Background: an optimization exercise with open tools, aiming at small area, a short achievable clock period and few clock cycles per item. Do not read the settings as production practice. No functional check of the RTL was part of any run shown here. No activity file was given, so power comes from the tool's default toggle rates.

==> design/flow/config.mk <==
export PLATFORM = sky130hd
export DESIGN_NAME = integer_dct_8x8_2d
export DESIGN_NICKNAME = integer_dct_8x8_2d
export VERILOG_FILES = /design/flow/design.v
export SDC_FILE = /design/flow/constraint.sdc
export NUM_CORES = 4
export LEC_CHECK = 0
export CAP_MARGIN = 20
export CORE_MARGIN = 2
export CORE_UTILIZATION = 60
export SETUP_SLACK_MARGIN = 4.2
export SLEW_MARGIN = 20
==> design/flow/constraint.sdc <==
create_clock -name core_clock -period 7.5 [get_ports {clk}]
set_input_delay 1.5000 -clock core_clock [delete_from_list [all_inputs] [get_ports {clk}]]
set_output_delay 1.5000 -clock core_clock [all_outputs]
set_load 0.01 [all_outputs]
==> design/flow/design.v <==
`default_nettype none
package dct2d_pkg;
  localparam int LANES    = 8;
  localparam int SAMPLE_W = 8;
  localparam int COEF_W   = 16;
endpackage
`default_nettype wire
`default_nettype none
module dct2d_front (
  input  logic        clk,
  input  logic        step,      
  input  logic        norm,      
  input  logic [2:0]  k,         
  input  logic [2:0]  ph,
  input  logic [63:0] in_row,    
  output logic [63:0] col        
);
  logic [8:1] mv;
  for (genvar i = 1; i < 9; i++) begin : g_mv
    assign mv[i] = step & (norm | (4'(i) > {1'b0, k}));
  end
  logic [63:0] sko;               
  assign sko[7:0] = in_row[7:0];
  for (genvar c = 1; c < 8; c++) begin : g_skew
    logic [8*c-1:0] q;
    always_ff @(posedge clk) begin
      for (int i = 1; i <= c; i++) begin
        if (mv[i]) begin
          if (i == 1) q[7:0] <= in_row[8*c +: 8];
          else        q[8*(i-1) +: 8] <= q[8*(i-2) +: 8];
        end
      end
    end
    assign sko[8*c +: 8] = q[8*(c-1) +: 8];
  end
  logic [63:0] r0, r1, r2, rot;
  for (genvar r = 0; r < 8; r++) begin : g_rot
    assign r0[8*r +: 8]  = sko[8*((8 - r) % 8) +: 8];
    assign r1[8*r +: 8]  = ph[0] ? r0[8*((r + 7) % 8) +: 8] : r0[8*r +: 8];
    assign r2[8*r +: 8]  = ph[1] ? r1[8*((r + 6) % 8) +: 8] : r1[8*r +: 8];
    assign rot[8*r +: 8] = ph[2] ? r2[8*((r + 4) % 8) +: 8] : r2[8*r +: 8];
  end
  for (genvar r = 0; r < 8; r++) begin : g_deskew
    localparam int N = 8 - r;
    logic [8*N-1:0] q;
    always_ff @(posedge clk) begin
      for (int j = 1; j <= N; j++) begin
        if (mv[j + r]) begin
          if (j == 1) q[7:0] <= rot[8*r +: 8];
          else        q[8*(j-1) +: 8] <= q[8*(j-2) +: 8];
        end
      end
    end
    assign col[8*r +: 8] = q[8*(N-1) +: 8];
  end
endmodule
`default_nettype wire
`default_nettype none
module dct2d_queue (
  input  logic        clk,
  input  logic        adv,
  input  logic [2:0]  ph,
  input  logic [71:0] cr,      
  output logic [95:0] rin      
);
  typedef logic signed [9:0] w10_t;
  w10_t s0, s1, s2, s3;
  logic signed [8:0] d0, d1, d2, d3;
  assign s0 = $signed({1'b0, cr[0 +: 9]});
  assign s1 = $signed({1'b0, cr[9 +: 9]});
  assign s2 = $signed({1'b0, cr[18 +: 9]});
  assign s3 = $signed({1'b0, cr[27 +: 9]});
  assign d0 = cr[36 +: 9];
  assign d1 = cr[45 +: 9];
  assign d2 = cr[54 +: 9];
  assign d3 = cr[63 +: 9];
  w10_t e0n, e1n, e2n, e3n, g0n, h3n, g2n, h1n;
  assign e0n = s0 + s3;
  assign e1n = s1 + s2;
  assign e2n = s0 - s3;
  assign e3n = s1 - s2;
  assign g0n = d0 + (d0 >>> 2) - (d0 >>> 4);
  assign h3n = (d3 >>> 4) - d3 - (d3 >>> 2);
  assign g2n = d2 - (d2 >>> 2) - (d2 >>> 4);
  assign h1n = (d1 >>> 2) + (d1 >>> 4) - d1;
  logic [115:0] st1;
  always_ff @(posedge clk) begin
    if (adv) begin
      st1 <= {d3, d2, d1, d0, h1n, g2n, h3n, g0n, e3n, e2n, e1n, e0n};
    end
  end
  logic [9:0] e0, e1;
  w10_t e2, e3, g0, h3, g2, h1;
  logic signed [8:0] f0, f1, f2, f3;
  assign e0 = st1[0 +: 10];
  assign e1 = st1[10 +: 10];
  assign e2 = st1[20 +: 10];
  assign e3 = st1[30 +: 10];
  assign g0 = st1[40 +: 10];
  assign h3 = st1[50 +: 10];
  assign g2 = st1[60 +: 10];
  assign h1 = st1[70 +: 10];
  assign f0 = st1[80 +: 9];
  assign f1 = st1[89 +: 9];
  assign f2 = st1[98 +: 9];
  assign f3 = st1[107 +: 9];
  logic [10:0]        y0;
  logic signed [10:0] y2, y4, y6;
  w10_t p0, p1, p2, p3;
  assign y0 = {1'b0, e0} + {1'b0, e1};
  assign y4 = $signed({1'b0, e0}) - $signed({1'b0, e1});
  assign y2 = e2 + (e2 >>> 2) + (e3 >>> 1);
  assign y6 = (e2 >>> 1) - e3 - (e3 >>> 2);
  assign p0 = g0 + (f3 >>> 2);
  assign p3 = h3 + (f0 >>> 2);
  assign p1 = g2 + f1;
  assign p2 = h1 + f2;
  logic [10:0] l0;                   
  logic [32:0] l2;                   
  logic [54:0] l4;                   
  logic [76:0] l6;                   
  logic [39:0] pr;                   
  always_ff @(posedge clk) begin
    if (adv) begin
      l0 <= y0;
      l2 <= {l2[21:0], y2};
      l4 <= {l4[43:0], y4};
      l6 <= {l6[65:0], y6};
      pr <= {p3, p2, p1, p0};
    end
  end
  w10_t q0, q1, q2, q3;
  logic signed [10:0] y1, y7, k1, k3;
  assign q0 = pr[0 +: 10];
  assign q1 = pr[10 +: 10];
  assign q2 = pr[20 +: 10];
  assign q3 = pr[30 +: 10];
  assign y1 = q0 + q1;
  assign k1 = q0 - q1;
  assign y7 = q2 + q3;
  assign k3 = q2 - q3;
  logic [10:0] l1;                   
  logic [76:0] l7;                   
  logic [21:0] kr;
  always_ff @(posedge clk) begin
    if (adv) begin
      l1 <= y1;
      l7 <= {l7[65:0], y7};
      kr <= {k3, k1};
    end
  end
  logic signed [10:0] kk1, kk3;
  logic signed [11:0] y3, y5;
  assign kk1 = kr[0 +: 11];
  assign kk3 = kr[11 +: 11];
  assign y3  = kk1 - kk3;
  assign y5  = kk1 + kk3;
  logic [23:0] l3;                   
  logic [47:0] l5;                   
  always_ff @(posedge clk) begin
    if (adv) begin
      l3 <= {l3[11:0], y3};
      l5 <= {l5[35:0], y5};
    end
  end
  logic [95:0] skq;
  assign skq[0 +: 12]  = {1'b0, l0};
  assign skq[12 +: 12] = {l1[10], l1};
  assign skq[24 +: 12] = {l2[32], l2[22 +: 11]};
  assign skq[36 +: 12] = l3[12 +: 12];
  assign skq[48 +: 12] = {l4[54], l4[44 +: 11]};
  assign skq[60 +: 12] = l5[36 +: 12];
  assign skq[72 +: 12] = {l6[76], l6[66 +: 11]};
  assign skq[84 +: 12] = {l7[76], l7[66 +: 11]};
  logic [2:0]  rs;
  logic [95:0] r0, r1, r2;
  assign rs = ph - 3'd2;
  for (genvar c = 0; c < 8; c++) begin : g_rot
    assign r0[12*c +: 12]  = skq[12*(7 - c) +: 12];
    assign r1[12*c +: 12]  = rs[0] ? r0[12*((c + 7) % 8) +: 12] : r0[12*c +: 12];
    assign r2[12*c +: 12]  = rs[1] ? r1[12*((c + 6) % 8) +: 12] : r1[12*c +: 12];
    assign rin[12*c +: 12] = rs[2] ? r2[12*((c + 4) % 8) +: 12] : r2[12*c +: 12];
  end
endmodule
`default_nettype wire
`default_nettype none
module dct2d_back (
  input  logic         clk,
  input  logic         adv,
  input  logic [95:0]  rin,     
  output logic [127:0] y        
);
  typedef logic signed [12:0] w13_t;
  typedef logic signed [13:0] w14_t;
  typedef logic signed [15:0] w16_t;
  logic [95:0] dl0;
  logic [71:0] dl1;
  logic [47:0] dl2;
  logic [23:0] dl3;
  logic [47:0] dlh;
  always_ff @(posedge clk) begin
    if (adv) begin
      dl0 <= {dl0[83:0], rin[0 +: 12]};
      dl1 <= {dl1[59:0], rin[12 +: 12]};
      dl2 <= {dl2[35:0], rin[24 +: 12]};
      dl3 <= {dl3[11:0], rin[36 +: 12]};
      dlh <= rin[48 +: 48];
    end
  end
  logic signed [11:0] x0, x1, x2, x3, x4, x5, x6, x7;
  assign x0 = dl0[84 +: 12];
  assign x1 = dl1[60 +: 12];
  assign x2 = dl2[36 +: 12];
  assign x3 = dl3[12 +: 12];
  assign x4 = dlh[0 +: 12];
  assign x5 = dlh[12 +: 12];
  assign x6 = dlh[24 +: 12];
  assign x7 = dlh[36 +: 12];
  w13_t s3n, d3n, s2n, d2n, s1n, d1n, s0n, d0n;
  assign s3n = x3 + x4;
  assign d3n = x3 - x4;
  assign s2n = x2 + x5;
  assign d2n = x2 - x5;
  assign s1n = x1 + x6;
  assign d1n = x1 - x6;
  assign s0n = x0 + x7;
  assign d0n = x0 - x7;
  logic [25:0] r3;
  logic [25:0] r2;
  always_ff @(posedge clk) begin
    if (adv) begin
      r3 <= {d3n, s3n};
      r2 <= {d2n, s2n};
    end
  end
  w13_t s3a, d3a;
  w16_t h3n;
  assign s3a = r3[0 +: 13];
  assign d3a = r3[13 +: 13];
  assign h3n = (d3a >>> 4) - d3a - (d3a >>> 2);
  logic [41:0] r3b;                  
  always_ff @(posedge clk) begin
    if (adv) begin
      r3b <= {h3n, d3a, s3a};
    end
  end
  w13_t s3b, d3b, s2b, d2b;
  w16_t h3b, t3b;
  assign s3b = r3b[0 +: 13];
  assign d3b = r3b[13 +: 13];
  assign h3b = r3b[26 +: 16];
  assign t3b = d3b >>> 2;
  assign s2b = r2[0 +: 13];
  assign d2b = r2[13 +: 13];
  w16_t g2n, thn, tmhn, dhn;
  assign g2n  = d2b - (d2b >>> 2) - (d2b >>> 4);
  assign thn  = t3b + h3b;
  assign tmhn = t3b - h3b;
  assign dhn  = d2b + h3b;
  logic [25:0] r1;
  logic [38:0] rs7;                  
  logic [63:0] rh7;                  
  logic [10:0] t3r;
  always_ff @(posedge clk) begin
    if (adv) begin
      r1  <= {d1n, s1n};
      rs7 <= {d2b, s2b, s3b};
      rh7 <= {dhn, tmhn, thn, g2n};
      t3r <= t3b[10:0];
    end
  end
  w13_t s1c, d1c, s3c, s2c, d2c;
  w16_t g2c, thc, tmhc, t3c;
  assign s1c  = r1[0 +: 13];
  assign d1c  = r1[13 +: 13];
  assign s3c  = rs7[0 +: 13];
  assign s2c  = rs7[13 +: 13];
  assign d2c  = rs7[26 +: 13];
  assign g2c  = rh7[0 +: 16];
  assign thc  = rh7[16 +: 16];
  assign tmhc = rh7[32 +: 16];
  assign t3c  = $signed(t3r);
  w14_t e1n, e3n;
  w16_t b1n, tgdn, tgd5n, h1n, m1n;
  assign e1n   = s1c + s2c;
  assign e3n   = s1c - s2c;
  assign b1n   = t3c + d1c + g2c;
  assign tgdn  = thc - g2c - d2c;
  assign tgd5n = tmhc - g2c + d2c;
  assign h1n   = (d1c >>> 2) + (d1c >>> 4) - d1c;
  assign m1n   = (d1c >>> 2) + (d1c >>> 4) - (d1c <<< 1);
  logic [25:0]  r0;
  logic [12:0]  s3r8;
  logic [12:0]  d1r8;
  logic [27:0]  er8;                 
  logic [95:0]  br8;                 
  always_ff @(posedge clk) begin
    if (adv) begin
      r0   <= {d0n, s0n};
      s3r8 <= s3c;
      d1r8 <= d1c;
      er8  <= {e3n, e1n};
      br8  <= {rh7[48 +: 16], m1n, h1n, tgd5n, tgdn, b1n};
    end
  end
  w13_t s0, d0, s3d, d1d;
  w16_t b1d, tgdd, tgd5d, h1d, m1d, dhd;
  assign s0    = r0[0 +: 13];
  assign d0    = r0[13 +: 13];
  assign s3d   = s3r8;
  assign d1d   = d1r8;
  assign b1d   = br8[0 +: 16];
  assign tgdd  = br8[16 +: 16];
  assign tgd5d = br8[32 +: 16];
  assign h1d   = br8[48 +: 16];
  assign m1d   = br8[64 +: 16];
  assign dhd   = br8[80 +: 16];
  w14_t e0n, e2n;
  w16_t g0n, b3n, b5n, b7n;
  assign e0n = s0 + s3d;
  assign e2n = s0 - s3d;
  assign g0n = d0 + (d0 >>> 2) - (d0 >>> 4);
  assign b3n = tgdd - (d1d >>> 2) - (d1d >>> 4);
  assign b5n = tgd5d + m1d;
  assign b7n = dhd + h1d;
  logic [55:0] er9;                  
  logic [15:0] g0r;
  logic [12:0] d0r;
  logic [63:0] br9;                  
  always_ff @(posedge clk) begin
    if (adv) begin
      er9 <= {er8[14 +: 14], e2n, er8[0 +: 14], e0n};
      g0r <= g0n;
      d0r <= d0;
      br9 <= {b7n, b5n, b3n, b1d};
    end
  end
  w14_t e0, e1, e2, e3;
  w16_t g0, q0, b1, b3, b5, b7;
  w13_t d0e;
  assign e0  = er9[0 +: 14];
  assign e1  = er9[14 +: 14];
  assign e2  = er9[28 +: 14];
  assign e3  = er9[42 +: 14];
  assign g0  = g0r;
  assign d0e = d0r;
  assign q0  = d0e >>> 2;
  assign b1  = br9[0 +: 16];
  assign b3  = br9[16 +: 16];
  assign b5  = br9[32 +: 16];
  assign b7  = br9[48 +: 16];
  w16_t o0, o1, o2, o3, o4, o5, o6, o7;
  assign o0 = e0 + e1;
  assign o4 = e0 - e1;
  assign o2 = e2 + (e2 >>> 2) + (e3 >>> 1);
  assign o6 = (e2 >>> 1) - e3 - (e3 >>> 2);
  assign o1 = g0 + b1;
  assign o3 = g0 + q0 + b3;
  assign o5 = g0 - q0 + b5;
  assign o7 = q0 + b7;
  assign y = {o7, o6, o5, o4, o3, o2, o1, o0};
endmodule
`default_nettype wire
`default_nettype none
module integer_dct_8x8_2d (
  input  logic                                clk,
  input  logic                                rst_n,
  input  logic                                in_valid,
  output logic                                in_stall,
  input  logic [dct2d_pkg::SAMPLE_W-1:0]      in_sample_0,
  input  logic [dct2d_pkg::SAMPLE_W-1:0]      in_sample_1,
  input  logic [dct2d_pkg::SAMPLE_W-1:0]      in_sample_2,
  input  logic [dct2d_pkg::SAMPLE_W-1:0]      in_sample_3,
  input  logic [dct2d_pkg::SAMPLE_W-1:0]      in_sample_4,
  input  logic [dct2d_pkg::SAMPLE_W-1:0]      in_sample_5,
  input  logic [dct2d_pkg::SAMPLE_W-1:0]      in_sample_6,
  input  logic [dct2d_pkg::SAMPLE_W-1:0]      in_sample_7,
  output logic                                out_valid,
  input  logic                                out_stall,
  output logic signed [dct2d_pkg::COEF_W-1:0] out_coef_0,
  output logic signed [dct2d_pkg::COEF_W-1:0] out_coef_1,
  output logic signed [dct2d_pkg::COEF_W-1:0] out_coef_2,
  output logic signed [dct2d_pkg::COEF_W-1:0] out_coef_3,
  output logic signed [dct2d_pkg::COEF_W-1:0] out_coef_4,
  output logic signed [dct2d_pkg::COEF_W-1:0] out_coef_5,
  output logic signed [dct2d_pkg::COEF_W-1:0] out_coef_6,
  output logic signed [dct2d_pkg::COEF_W-1:0] out_coef_7,
  output logic                                out_last_row
);
  logic [2:0]  ph;        
  logic [2:0]  wr;        
  logic        in_v;      
  logic [63:0] in_row_r;
  logic        bub_on;    
  logic [2:0]  bub_cnt;   
  logic        col_on;    
  logic [2:0]  col_cnt;
  logic        s_v;       
  logic        adv;
  logic        pending;
  logic        bub;
  logic        step;
  logic        nstep;
  logic        cv;
  logic [12:0] vl;        
  logic        in_v_n, bub_on_n, col_on_n, s_v_n, pending_n;
  logic [2:0]  bub_cnt_n, col_cnt_n;
  logic [12:0] vl_n;
  logic        in_take;   
  logic        fire;      
  assign adv     = ~s_v;
  assign pending = col_on | (|vl);
  assign bub     = bub_on | (~in_v & pending);
  assign step    = adv & (in_v | bub);
  assign nstep   = step & in_v;
  assign cv      = step & col_on;
  assign in_take = ~bub & ~(in_v & ~adv);
  assign fire    = out_valid & ~out_stall;
  always_comb begin
    in_v_n    = (in_valid & in_take) | (in_v & ~nstep);
    bub_on_n  = bub_on;
    bub_cnt_n = bub_cnt;
    if (step && bub) begin
      bub_cnt_n = bub_cnt + 3'd1;
      bub_on_n  = (bub_cnt != 3'd7);
    end
    col_on_n  = col_on;
    col_cnt_n = col_cnt;
    if (nstep && wr == 3'd7) begin
      col_on_n  = 1'b1;
      col_cnt_n = 3'd0;
    end else if (step && col_on) begin
      col_cnt_n = col_cnt + 3'd1;
      col_on_n  = (col_cnt != 3'd7);
    end
    vl_n = step ? {vl[11:0], cv} : vl;
    pending_n = col_on_n | (|vl_n);
    if (s_v) begin
      s_v_n = ~(~out_valid | fire);
    end else begin
      s_v_n = rv & out_valid & ~fire;
    end
  end
  always_ff @(posedge clk) begin
    if (!rst_n) begin
      ph       <= '0;
      wr       <= '0;
      in_v     <= 1'b0;
      bub_on   <= 1'b0;
      bub_cnt  <= '0;
      col_on   <= 1'b0;
      col_cnt  <= '0;
      vl       <= '0;
      in_stall <= 1'b0;
    end else begin
      in_v    <= in_v_n;
      bub_on  <= bub_on_n;
      bub_cnt <= bub_cnt_n;
      col_on  <= col_on_n;
      col_cnt <= col_cnt_n;
      vl      <= vl_n;
      in_stall <= bub_on_n | (~in_v_n & pending_n) | (in_v_n & s_v_n);
      if (step) begin
        ph <= ph + 3'd1;
      end
      if (nstep) begin
        wr <= wr + 3'd1;
      end
    end
  end
  always_ff @(posedge clk) begin
    if (in_take) begin
      in_row_r <= {in_sample_7, in_sample_6, in_sample_5, in_sample_4,
                   in_sample_3, in_sample_2, in_sample_1, in_sample_0};
    end
  end
  logic [63:0] col;
  dct2d_front u_front (
    .clk    (clk),
    .step   (step),
    .norm   (in_v),
    .k      (wr),
    .ph     (ph),
    .in_row (in_row_r),
    .col    (col)
  );
  logic [71:0] crn;
  logic [71:0] cr;
  for (genvar i = 0; i < 4; i++) begin : g_sd
    assign crn[9*i +: 9]      = {1'b0, col[8*i +: 8]} + {1'b0, col[8*(7-i) +: 8]};
    assign crn[36 + 9*i +: 9] = {1'b0, col[8*i +: 8]} - {1'b0, col[8*(7-i) +: 8]};
  end
  always_ff @(posedge clk) begin
    if (step) begin
      cr <= crn;
    end
  end
  logic [95:0] rin;
  dct2d_queue u_cq (
    .clk (clk),
    .adv (step),
    .ph  (ph),
    .cr  (cr),
    .rin (rin)
  );
  logic [127:0] ycoef;
  dct2d_back u_rp (
    .clk (clk),
    .adv (step),
    .rin (rin),
    .y   (ycoef)
  );
  logic         rv;        
  logic         rlast;
  logic [120:0] rrow;      
  logic [120:0] skid;
  logic [120:0] oreg;
  logic         take;      
  assign rv    = step & vl[12];
  assign rlast = (ph == 3'd4);
  assign take  = (~out_valid | fire) & (s_v | rv);
  for (genvar j = 0; j < 8; j++) begin : g_orow
    assign rrow[15*j +: 15] = ycoef[16*j +: 15];
  end
  assign rrow[120] = rlast;
  always_ff @(posedge clk) begin
    if (!rst_n) begin
      out_valid <= 1'b0;
      s_v       <= 1'b0;
    end else begin
      if (~out_valid | fire) begin
        out_valid <= s_v | rv;
      end
      s_v <= s_v_n;
    end
  end
  always_ff @(posedge clk) begin
    if (take) begin
      oreg <= s_v ? skid : rrow;
    end
    if (!s_v) begin
      skid <= rrow;
    end
  end
  assign out_coef_0   = {oreg[14],  oreg[0 +: 15]};
  assign out_coef_1   = {oreg[29],  oreg[15 +: 15]};
  assign out_coef_2   = {oreg[44],  oreg[30 +: 15]};
  assign out_coef_3   = {oreg[59],  oreg[45 +: 15]};
  assign out_coef_4   = {oreg[74],  oreg[60 +: 15]};
  assign out_coef_5   = {oreg[89],  oreg[75 +: 15]};
  assign out_coef_6   = {oreg[104], oreg[90 +: 15]};
  assign out_coef_7   = {oreg[119], oreg[105 +: 15]};
  assign out_last_row = oreg[120];
endmodule
`default_nettype wire
==> design/flow/run.sh <==
#!/bin/bash
# synth_recipe.tcl (not shown) runs the flow's synth.tcl, then flattens the netlist and writes it again
# the make line also repeats each setting of config.mk as NAME=value (left out here)
make -C /OpenROAD-flow-scripts/flow DESIGN_CONFIG=/design/flow/config.mk WORK_HOME=/design/flow/orfs CLKGATE_MAP_FILE= SYNTH_SCRIPT=/design/flow/synth_recipe.tcl finish
==> results of run 1 <==
-- through the flow --
step / hold WS [ns] / util
global placement: 0.400 / 0.629
detailed placement: 0.405 / 0.629
finish: 0.409 / 0.676
global route: 0.409 / 0.676
CTS: 0.404 / 0.673
floorplan: 0.400 / -
-- cells by family (layout without fill, tap and decap cells) --
kind of cell | after synthesis | after routing | synth area share
AO/OA/AOI/OAI | 1334 | 1334 | 0.0793
XOR/XNOR | 584 | 584 | 0.0471
adder cells (fa/ha/maj) | 992 | 992 | 0.130
buffers and inverters | 1024 | 1578 | 0.0365
flip-flops | 2235 | 2235 | 0.604
multiplexers | 339 | 339 | 0.0499
other | 0 | 3 | 0
AND/OR/NAND/NOR | 1178 | 1178 | 0.0526
-- final cells by class --
class,count,area (um^2),share of cell area
antenna,3,7.51,0.0000617
clock buffer,264,5800,0.0476
clock inverter,152,1680,0.0138
inverter,864,3250,0.0267
multi-input combinational,4427,39500,0.325
sequential,2235,65600,0.539
tap,2370,2970,0.0244
timing repair buffer,298,2890,0.0237
-- placed cells by master, fill, tap and decap left out, drive strengths merged, types with 109 or more instances in the layout --
cell type      netlist  final
clkdlybuf4s50        0    113
nand2              264    264
edfxtp            2083   2083
xor2               171    171
dfxtp              152    152
clkbuf             107    264
inv                864    878
a21oi              398    398
nor2b              109    109
o21ai              323    323
nor2               352    352
mux4               145    145
xnor2              413    413
ha                 762    762
fa                 230    230
mux2               166    166
-- sequential cells by signal, indices dropped and copies added, names as in the netlist, 89 cells and up --
signal and flops:
oreg 121, skid 121, u_cq.st1 110, u_front.g_deskew.q 288
u_front.g_skew.q 224, u_rp.br8 89, u_rp.dl0 96
-- power by group --
group | internal, mW | switching [mW] | total (mW)
Sequential | 15.5 | 0.659 | 16.2
Combinational | 3.69 | 4.96 | 8.65
Clock | 6.48 | 4.75 | 11.2
-- metal layers --
metal / track usage / vias up / wire, um
met4: 0.107 / 0 / 10200
li1: - / 28600 / -
met5: 0 / - / 0
met2: 0.446 / 1168 / 119000
met3: 0.0289 / 360 / 7740
met1: 0.317 / 29200 / 94700
-- worst reg2reg max path: cells and delay by family (launching register included) --
family                   cells  cell delay (ns)
AND/OR/NAND/NOR              1             0.09
adder cells (fa/ha/maj)      2             0.74
AO/OA/AOI/OAI                8             1.44
flip-flops                   1             0.43
buffers and inverters        2             0.26
XOR/XNOR                     2             0.25
-- worst max-delay path by stage --
stage                           start                        end  slack (ns)  cells after the start
after floorplan                 vl[4]  u_front.g_deskew[0].q[32]        1.76                      6
after global placement    u_rp.r1[15]               u_rp.br8[75]        3.54                     14
after detailed placement  u_rp.r1[15]               u_rp.br8[75]        3.54                     13
after CTS                 u_rp.r1[16]               u_rp.br8[76]        4.05                     13
after global routing      u_rp.r1[16]               u_rp.br8[76]        3.90                     13
final                     u_rp.r1[16]               u_rp.br8[76]        4.01                     15
-- timing repair --
action | CTS | global route
pin swaps | 30 | 41
setup buffers | 31 | 34
gates cloned | 2 | 0
resized for setup | 126 | 66
endpoints found under the setup margin | 484 | 532
==> flow_summary.toml, run 1 <==
[critical_path]
reg2reg_depth = 15
r2r_slack_ns = 4.01
timing.critical_path.buf_inv = 2
start_kind = "register"
r2r-start = "u_rp.r1[16]"
crit_path_end_kind = "register"
cp_top_family = "compound AO/OA/AOI/OAI gates"
cp_max_fo = 4
critPathSlowestCell = "edfxtp_1"
worstReg2RegEnd = "u_rp.br8[76]"
worstPathArrival_ns = 4.08
crit_path_max_incr_delay_ns = 0.43
path_cells = "buf_6, buf_6, fa_2, a21o_1, a21oi_2, o21bai_1, a21oi_2, xnor2_2, ha_1, o21a_1, nor2_2, a21oi_1, a211o_1, o22a_1, xor2_1"
path_class = "register to register"
worst_ep_required_time_ns = 8.08

[die]
rows = 156
start_util = 0.602
die_area_um2 = 184000
core_area_um2 = 180000
die_h_um = 429
io_pins = 199
die_w_um = 429

[synth]
synthTopCellsByCount = "edfxtp_1 (2083), inv_1 (862), ha_1 (762), xnor2_1 (413), a21oi_1 (392)"
async_flop_share = 0
postSynthCellCount = 7686
postSynthAreaPerCell_um2 = 14.1
synth_area_um2 = 109000
yosysSeqAreaShare = 0.604
synth_edf_count = 2083
ys_warn_count = 4
synth_nets = 8746
synth.distinct_cells = 85
synthTopCellsByArea = "edfxtp_1 (58%), ha_1 (8.8%), fa_1 (4.2%)"
ys_seq_elements = 2235
synth_top_area_cell = "edfxtp_1"
ys.flop_type = "edfxtp_1"
synth_top_area_frac = 0.576
synth.most_common_cell = "edfxtp_1"

[grt]
grt_max_degree = 170
antenna_found_initial = 4
gr-total-overflow = 0
grt_usage = 0.253
grt_pass1_vias = 59700
grt_pass1_wl_mm = 351

[cells_and_area]
stdcell_count = 10600
postLayoutCellArea_um2 = 122000
fillers = 12800
nets = 9107
drive_gt1_frac = 0.111
area_growth_pct = 12.1

[routing]
viasPerCell = 5.60
ant_nets = 0
vias = 59400
first_iter_violations = 3789
routed_wl_mm = 231
wire_per_inst_um = 21.8
first_pass_iters = 6
drc = 0

[pwr]
p_per_area_nw_per_um2 = 296
finalPower_mw = 36.1
power.leakage_nw = 46.5
ir_worst_vdd_mv = 0.239

[clock_tree]
numCtsBuffers = 221
hold_buffers = 0
cts_sinks = 2235
cts_tree = "yes"
clk_pin_slew_ns = 0.06
htree_num_levels = 4
ctsLongestPathBuffers = 3
insertion_delay_ns = 0.88
cts-root-buf = "clkbuf_16"

[outcome]
status = "timing/DRC/antenna clean"

[sta]
skew_ns = 0.0504
finalHoldViolCount = 0
period_minus_slack_ns = 3.49
finalCritPeriodShare = 0.466
setup_slack_ns = 4.01
tns_ns = 0
drv_slew = 0
tightestPinTransition_ns = 1.13
relSlewSlack = 0.245
setup_violations = 0
rsz0062_at_grt = "yes"
max_freq_mhz = 286

[place]
io_buffers = 198
dpl-instance-area_um2 = 113000
dp_hpwl_mm = 173
dp.cells = 10100
gp_congestion = 0.955
post-place-ws_ns = 3.54

[min_path]
hold_class = "register to register"
holdPathEnd = "u_front.g_skew[6].q[15]"
hold_path_startpoint = "u_front.g_skew[6].q[7]"
min_path_cells = 0

[job]
maxCapViolCount = 0
==> run 2: changes to the inputs <==
--- a/design/flow/config.mk
+++ b/design/flow/config.mk
@@ -8,5 +8,5 @@
 export CAP_MARGIN = 20
 export CORE_MARGIN = 2
 export CORE_UTILIZATION = 60
-export SETUP_SLACK_MARGIN = 4.2
+export SETUP_SLACK_MARGIN = 3.8
 export SLEW_MARGIN = 20
==> run 2 against run 1 <==
Wire length decreased by 0.67%. Critical endpoint unchanged. Critical path depth decreased by 2. First-iteration DRC count increased by 3.2%. Final cell count decreased by 0.56%. Cell area decreased by 0.70%. Non-clock buffer count decreased by 59. Power decreased by 0.85%. Clock skew about the same.
==> flow_summary.toml, run 2 <==
[outcome]
status = "timing/DRC/antenna clean"

[grt]
grt_max_degree = 169
grt_pass1_vias = 59400
grt_pass1_wl_mm = 349
grt_usage = 0.252
gr-total-overflow = 0
antenna_found_initial = 4

[critical_path]
reg2reg_depth = 13
worstPathArrival_ns = 4.18
cp_max_fo = 5
r2r-start = "u_rp.r1[16]"
crit_path_end_kind = "register"
worstReg2RegEnd = "u_rp.br8[76]"
path_class = "register to register"
crit_path_max_incr_delay_ns = 0.45
path_cells = "ha_1, a21o_1, a21oi_2, o21bai_1, a2111o_1, a31oi_1, o21bai_1, xnor2_2, ha_4, and3_1, a211o_1, o22a_1, xor2_1"
crit_path_frequent_cell = "o21bai_1"
critPathSlowestCell = "a2111o_1"
start_kind = "register"
cp_top_family = "compound AO/OA/AOI/OAI gates"
r2r_slack_ns = 3.90
worst_ep_required_time_ns = 8.08
timing.critical_path.buf_inv = 0

[synth]
post_synth_and_or_nand_nor_area_fraction = 0.0526
synth_top_family_by_area = "adder cells"
synthTopCellsByArea = "edfxtp_1 (58%), ha_1 (8.8%), fa_1 (4.2%)"
synth-xor-area-share = 0.0471
synth.most_common_cell = "edfxtp_1"
ys_seq_elements = 2235
synthTopCellsByCount = "edfxtp_1 (2083), inv_1 (862), ha_1 (762), xnor2_1 (413), a21oi_1 (392)"
synth_top_area_cell = "edfxtp_1"
yosysSeqAreaShare = 0.604
synth_mux_area_frac = 0.0499
synth.distinct_cells = 85
ys.flop_type = "edfxtp_1"
synth_compound_area_frac = 0.0793
async_flop_share = 0
synth_top_area_frac = 0.576
synth_edf_count = 2083
postSynthAreaPerCell_um2 = 14.1
ys_warn_count = 4
synthAdderAreaFrac = 0.130
synth_nets = 8746
synth_area_um2 = 109000
postSynthCellCount = 7686

[cells_and_area]
fin_util = 0.671
mostFrequentLayoutCells = "edfxtp_1 (2083), inv_1 (862), ha_1 (759)"
nets = 9048
area_growth_pct = 11.4
reg.largest.list = "u_front.g_deskew.q (288), u_front.g_skew.q (224)"
postLayoutCellArea_um2 = 121000
final_common_cell = "edfxtp_1"
drive_gt1_frac = 0.0974
stdcell_count = 10600
top_register = "u_front.g_deskew.q"
largest_reg_flops = 288

[routing]
ant_nets = 0
wire_per_inst_um = 21.8
first_pass_iters = 7
routed_wl_mm = 230
drc = 0
vias = 59100
first_iter_violations = 3909
viasPerCell = 5.60

[min_path]
hold_path_startpoint = "u_front.g_deskew[0].q[6]"
hold_class = "register to register"
holdPathEnd = "u_front.g_deskew[0].q[14]"
min_path_cells = 0

[job]
maxCapViolCount = 0

[die]
die_w_um = 429
io_pins = 199
rows = 156
die_h_um = 429
start_util = 0.602
die_area_um2 = 184000
core_area_um2 = 180000

[sta]
period_minus_slack_ns = 3.60
finalHoldViolCount = 0
skew_ns = 0.0502
max_freq_mhz = 278
setup_violations = 0
relSlewSlack = 0.205
rsz0062_at_grt = "yes"
drv_slew = 0
setup_slack_ns = 3.90
tns_ns = 0
finalCritPeriodShare = 0.480
tightestPinTransition_ns = 1.18

[place]
io_buffers = 198
post-place-ws_ns = 3.54
dpl-instance-area_um2 = 113000
gp_congestion = 0.955
dp.cells = 10100
dp_hpwl_mm = 173

[pwr]
ir_worst_vdd_mv = 0.237
power.leakage_nw = 45.9
p_per_area_nw_per_um2 = 296

[clock_tree]
ctsLongestPathBuffers = 3
hold_buffers = 0
cts_tree = "yes"
insertion_delay_ns = 0.88
numCtsBuffers = 221
cts-root-buf = "clkbuf_16"
cts_sinks = 2235
clk_pin_slew_ns = 0.06
htree_num_levels = 4
-- run 2: cell types whose count changed in the layout (fill, tap and decap cells not counted), sizes merged --
cell           delta
dlygate4sd2      -79
buf              -57
dlymetal6s2s      -6
clkdlybuf4s50    +85
bufbuf            -2
-- run 2: cell type report --
cell class	instances	area, um^2
Clock inverter	152	1680
Timing Repair Buffer	239	2390
Tap cell	2370	2970
Fill cell	12900	59300
Clock buffer	264	5800
Inverter	864	3250
Sequential cell	2235	65600
Multi-Input combinational cell	4427	39200
Antenna cell	3	7.51
-- run 2: what timing repair did --
item / 4_1_cts / 5_1_grt
setup buffers: 8 / 0
hold endpoints to repair: 0 / 0
setup endpoints to repair: 9 / 6
gates resized for setup: 6 / 9
pin swaps: 4 / 2
cloned: 0 / 0
-- run 2: cell families (layout without fill, tap and decap cells) --
logic type      after synthesis  count (layout)
other cells                   0               3
fa+ha+maj                   992             992
buf+inv                    1024            1519
flops                      2235            2235
mux                         339             339
simple gates               1178            1178
xor+xnor                    584             584
compound gates             1334            1334
-- run 2: stage by stage --
step / hold WS, ns / power, mW
4_1_cts: 0.404 / 36.0
2_1_floorplan: 0.400 / 22.3
3_3_place_gp: 0.400 / 24.5
6_report: 0.411 / 35.7
5_1_grt: 0.409 / 37.6
3_5_place_dp: 0.405 / 24.7
-- run 2: worst max-delay path by stage --
stage	from	cells past startpoint	slack, ns	endpoint
2_1_floorplan	vl[4]	6	1.76	u_front.g_deskew[0].q[32]
5_1_grt	u_rp.r1[16]	13	3.71	u_rp.br8[60]
3_3_place_gp	u_rp.r1[15]	14	3.54	u_rp.br8[75]
3_5_place_dp	u_rp.r1[15]	13	3.54	u_rp.br8[75]
4_1_cts	u_rp.r1[16]	13	3.81	u_rp.br8[76]
6_report	u_rp.r1[16]	13	3.90	u_rp.br8[76]
-- run 2: power breakdown --
part           leakage [nW]  switching (mW)  internal (mW)
sequential             20.8           0.664           15.5
combinational          21.5            4.83           3.51
clock                  3.61            4.74           6.48
total                  45.9            10.2           25.5
-- run 2: per-layer routing --
metal / global-route usage / routed length (um)
met2: 0.443 / 117000
met1: 0.315 / 94500
met5: 0 / 0
met3: 0.0288 / 7480
met4: 0.109 / 10300
-- run 2: worst reg2reg max path: cells and delay by family, from the launching register on --
family	cells	cell delay (ns)
compound gates	8	1.81
xor+xnor	2	0.37
fa+ha+maj	2	0.58
flops	1	0.43
simple gates	1	0.14

[port drivers added, routing unchanged]
Ports are ideal in the flow. The routed layouts listed here were re-timed in OpenROAD.
Step 1 assumes that a clkbuf_16 drives the clock port and a buf_2 every other input.
Step 2, shift: input delay + t, output delay - t, t = (earliest + latest rising clock arrival at the registers) / 2. This alone moves slack from input paths to output paths.
a / b / c = ideal / step 1 / step 2; a / b = the first two.
| run | t, ns | setup WS [ns] | latest minus earliest clock arrival (ns) | cell pins on the clock port's net |
|---|---|---|---|---|
| run 1 | 0.936 | 4.006 / 4.006 / 4.006 | 0.054 / 0.053 | 1 |
| run 2 | 0.932 | 3.900 / 3.900 / 3.900 | 0.053 / 0.053 | 1 |
After both steps setup and hold are still met in every run listed.
